From an optimization exercise on the open Yosys and OpenROAD flow, aimed at small area and a short achievable clock period; shortcuts taken in it are not production practice.

## v6
==> flow/design.v (excerpt) <==
module rs_alu (
  input  logic                 clk,
  input  logic                 rst,
  input  logic                 disp_valid,
  input  logic [TAG_W-1:0]     disp_src_a,
  input  logic [TAG_W-1:0]     disp_src_b,
  input  logic [TAG_W-1:0]     disp_dest,
  input  logic                 disp_rdy_a,
  input  logic                 disp_rdy_b,
  input  logic [DATA_W-1:0]    disp_imm,
  input  logic                 disp_dest_valid,
  input  logic [OP_W-1:0]      disp_alu_op,
  input  logic [SPECTAG_W-1:0] disp_spectag,
  input  logic                 disp_specbit,
  input  logic [AGE_W-1:0]     disp_age,
  input  logic [DLY_W-1:0]     disp_delay,
  input  logic                 br_valid,
  input  logic                 br_success,
  input  logic [SPECTAG_W-1:0] br_tag,
  output logic                 full,
  output logic                 issue_valid,
  output logic [TAG_W-1:0]     issue_src_a,
  output logic [TAG_W-1:0]     issue_src_b,
  output logic [TAG_W-1:0]     issue_dest,
  output logic [DATA_W-1:0]    issue_imm,
  ...
Size: roughly 2100 cells after synthesis.
Settings: LEC_CHECK=0, CAP_MARGIN=20, CORE_MARGIN=2, CORE_UTILIZATION=60, CTS_BUF_LIST=sky130_fd_sc_hd__clkbuf_16, CTS_CLUSTER_DIAMETER=100, CTS_CLUSTER_SIZE=20, SETUP_SLACK_MARGIN=5.0, SLEW_MARGIN=20, TNS_END_PERCENT=0; clock period 7.5 ns.
standard.sh (not shown) runs the stock make flow with config.mk's settings and CLKGATE_MAP_FILE= SYNTH_SCRIPT=/design/flow/synth_recipe.tcl, a recipe that flattens the netlist after the stock synthesis.
==> flow/flow/run.sh <==
#!/bin/bash
# Standard layout, with plain buffers on the ports and sizing not tied to cell footprints.
set -euo pipefail
bash standard.sh BUFFER_PORTS_ARGS="-buffer_cell sky130_fd_sc_hd__buf_2" MATCH_CELL_FOOTPRINT=0 finish > flow_make.log 2>&1
Input-level comparison between v7 and v6:
--- a/flow/design.v
+++ b/flow/design.v
@@ -74,13 +74,13 @@
   output logic                 busy,
   output logic                 busy_nx,     
   output rs_pkg::rs_payload_t  payload,
   output logic                 specbit_o,
   input  logic                 wk_valid,    
   input  logic                 wk_fast,     
-  input  logic [TAG_W-1:0]     wk_tag,
+  input  logic [4*(TAG_W/2)-1:0] wk_oh,     
   input  logic [DLY_W-1:0]     wk_load,     
   input  logic                 br_valid,
   input  logic                 br_success,
   input  logic [SPECTAG_W-1:0] br_tag
 );
   rs_pkg::rs_payload_t pl;
@@ -89,12 +89,13 @@
   logic [DLY_W-1:0] ecnt;
   logic [DLY_W-1:0] ecnt_dec;
   logic [TAG_W-1:0] src_tag [2];
   logic [TAG_W-1:0] new_tag [2];
   logic [1:0]       new_rdy;
   logic [1:0]       eq;
+  logic [1:0]       nq;
   logic [1:0]       hit;
   logic [1:0]       new_hit;
   logic [1:0]       src_rdy;
   logic             br_match;
   logic             kill;
   logic             disp_br_match;
@@ -105,15 +106,21 @@
     src_tag[1] = pl.src_b;
     new_tag[0] = wr_payload.src_a;
     new_tag[1] = wr_payload.src_b;
     new_rdy    = {wr_rdy_b, wr_rdy_a};
     for (int s = 0; s < 2; s++)
     begin
-      eq[s]      = (wk_tag == src_tag[s]);
+      eq[s]      = 1'b1;
+      nq[s]      = 1'b1;
+      for (int k = 0; k < TAG_W/2; k++)
+      begin
+        eq[s] = eq[s] && wk_oh[4*k + src_tag[s][2*k +: 2]];
+        nq[s] = nq[s] && wk_oh[4*k + new_tag[s][2*k +: 2]];
+      end
       hit[s]     = wt[s] && wk_valid && eq[s];
-      new_hit[s] = wk_valid && (wk_tag == new_tag[s]);
+      new_hit[s] = wk_valid && nq[s];
       src_rdy[s] = !wt[s] || (wk_fast && eq[s]);
     end
   end
   assign ecnt_dec = (ecnt == '0) ? '0 : ecnt - 1'b1;
   assign br_match      = br_valid && (br_tag == pl.spectag);
   assign kill          = br_match && !br_success && specbit;
@@ -255,12 +262,14 @@
   logic [N_ENT*AGE_W-1:0]    ages;
   logic [TAG_W-1:0]          iss_dest;
   logic                      iss_dv;
   logic [DLY_W-1:0]          iss_dly;
   logic                      wk_valid;    
   logic                      wk_fast;     
+  logic [4*(TAG_W/2)-1:0]    wk_oh;       
+  logic [4*(TAG_W/2)-1:0]    oh;
   logic [DLY_W-1:0]          wk_load;
   always_comb
   begin
     disp_payload.src_a      = disp_src_a;
     disp_payload.src_b      = disp_src_b;
     disp_payload.imm        = disp_imm;
@@ -293,13 +302,13 @@
         .ready      (ready[g]),
         .busy       (busy[g]),
         .busy_nx    (busy_nx[g]),
         .payload    (payloads[g*PL_W +: PL_W]),
         .specbit_o  (specbits[g]),
         .wk_valid   (wk_valid),
-        .wk_tag     (g < N_ENT/2 ? iss_dest : wk_tag),
+        .wk_oh      (wk_oh),
         .wk_fast    (wk_fast),
         .wk_load    (wk_load),
         .br_valid   (br_valid),
         .br_success (br_success),
         .br_tag     (br_tag)
       );
@@ -332,46 +341,48 @@
     begin
       issue_valid <= any;
       full        <= !any && (&busy_nx);
     end
   end
   logic [N_ENT-1:0] iss_sel;       
-  logic [TAG_W-1:0] wk_tag;        
-  logic [TAG_W-1:0] dvd;
   logic [N_ENT-1:0] iss_sel_imm;   
   logic [PL_W-1:0]  p;
   logic             sb;
   logic             gv;
   logic             gf;
   always_comb
   begin
     p  = '0;
     sb = 1'b0;
     gv = 1'b0;
     gf = 1'b0;
-    dvd = '0;
     for (int i = 0; i < N_ENT; i++)
     begin
       p  = p  | ({PL_W{grant[i]}} & payloads[i*PL_W +: PL_W]);
       sb = sb | (grant[i] & specbits[i]);
       gv = gv | (grant[i] & payloads[i*PL_W+OFS_DV]);
-      dvd = dvd | ({TAG_W{grant[i] & payloads[i*PL_W+OFS_DV]}} & payloads[i*PL_W+OFS_DEST +: TAG_W]);
       gf = gf | (grant[i] & payloads[i*PL_W+OFS_DV] & (payloads[i*PL_W+OFS_DLY +: DLY_W] == '0));
     end
   end
+  always_comb
+  begin
+    for (int k = 0; k < TAG_W/2; k++)
+      for (int v = 0; v < 4; v++)
+        oh[4*k + v] = (p[OFS_DEST + 2*k +: 2] == v);
+  end
   always_ff @(posedge clk)
   begin
     iss_sel       <= grant;
-    wk_tag        <= dvd;
     iss_sel_imm   <= rst ? grant : '0;
     iss_dest      <= p[OFS_DEST +: TAG_W];
     iss_dv        <= p[OFS_DV];
     iss_dly       <= p[OFS_DLY +: DLY_W];
     issue_specbit <= sb;
     wk_valid      <= rst && gv;
     wk_fast       <= rst && gf;
+    wk_oh         <= oh;
   end
   always_comb
   begin
     issue_src_a   = '0;
     issue_src_b   = '0;
     issue_imm     = '0;
Results
v7 ended with every stage complete and zero timing, DRC or antenna violations.
v6 went all the way through synthesis, placement and routing and the layout is clean on timing, DRC and antenna.
Detailed-routing iteration count for the pre-antenna-repair pass came out lower on v7 than on v6.
Synthesized area on v7 is up relative to v6.
Of v6 and v7, the lower post-route standard cell area excluding fillers belongs to v6.
v7 against v6: total via count in the routed design went down 223, area share of fa/ha/maj cells after synthesis held, count of cells along the worst register-to-register path went down 1.
Between v6 and v7, the setup slack after placement is lower for v7.
Delta (v7 minus v6): global-route wire length before repair fell by 1.9 mm, worst hold slack after final layout fell by 0.0043 ns, synthesized cell count fell by 98.
No run of this note included a check of the RTL's function; only the layout flow was run.

[re-timing with driven ports]
The flow's constraints put no driver on any port. The routed layouts listed below were extracted and timed again, unchanged, in two steps.
Step 1 (the two cells are an assumption about what drives the block):
set clk [get_ports {clk}]
set_driving_cell -lib_cell sky130_fd_sc_hd__clkbuf_16 $clk
set_driving_cell -lib_cell sky130_fd_sc_hd__buf_2 [delete_from_list [all_inputs] $clk]
Step 2 adds t to the input delays and takes it off the output delays; t is the mean of the earliest and latest rising clock arrival at the registers after step 1. Input paths then give back, and output paths get back, about the clock's delay inside the block.
Three values: ideal ports, drivers, drivers and shift; two values: the first two.
run	t (ns)	setup slack, ns	hold WS [ns]	worst data-port slew with drivers (ns)
v6	0.659	4.234 / 4.170 / 3.710	0.502 / 0.502 / 0.502	0.08
v7	0.641	4.252 / 4.201 / 3.776	0.498 / 0.498 / 0.498	0.11
After both steps every run listed still meets setup and hold. The setup slack of v6, which loses most, moves by -0.064 ns with the drivers and by -0.524 ns with both steps.
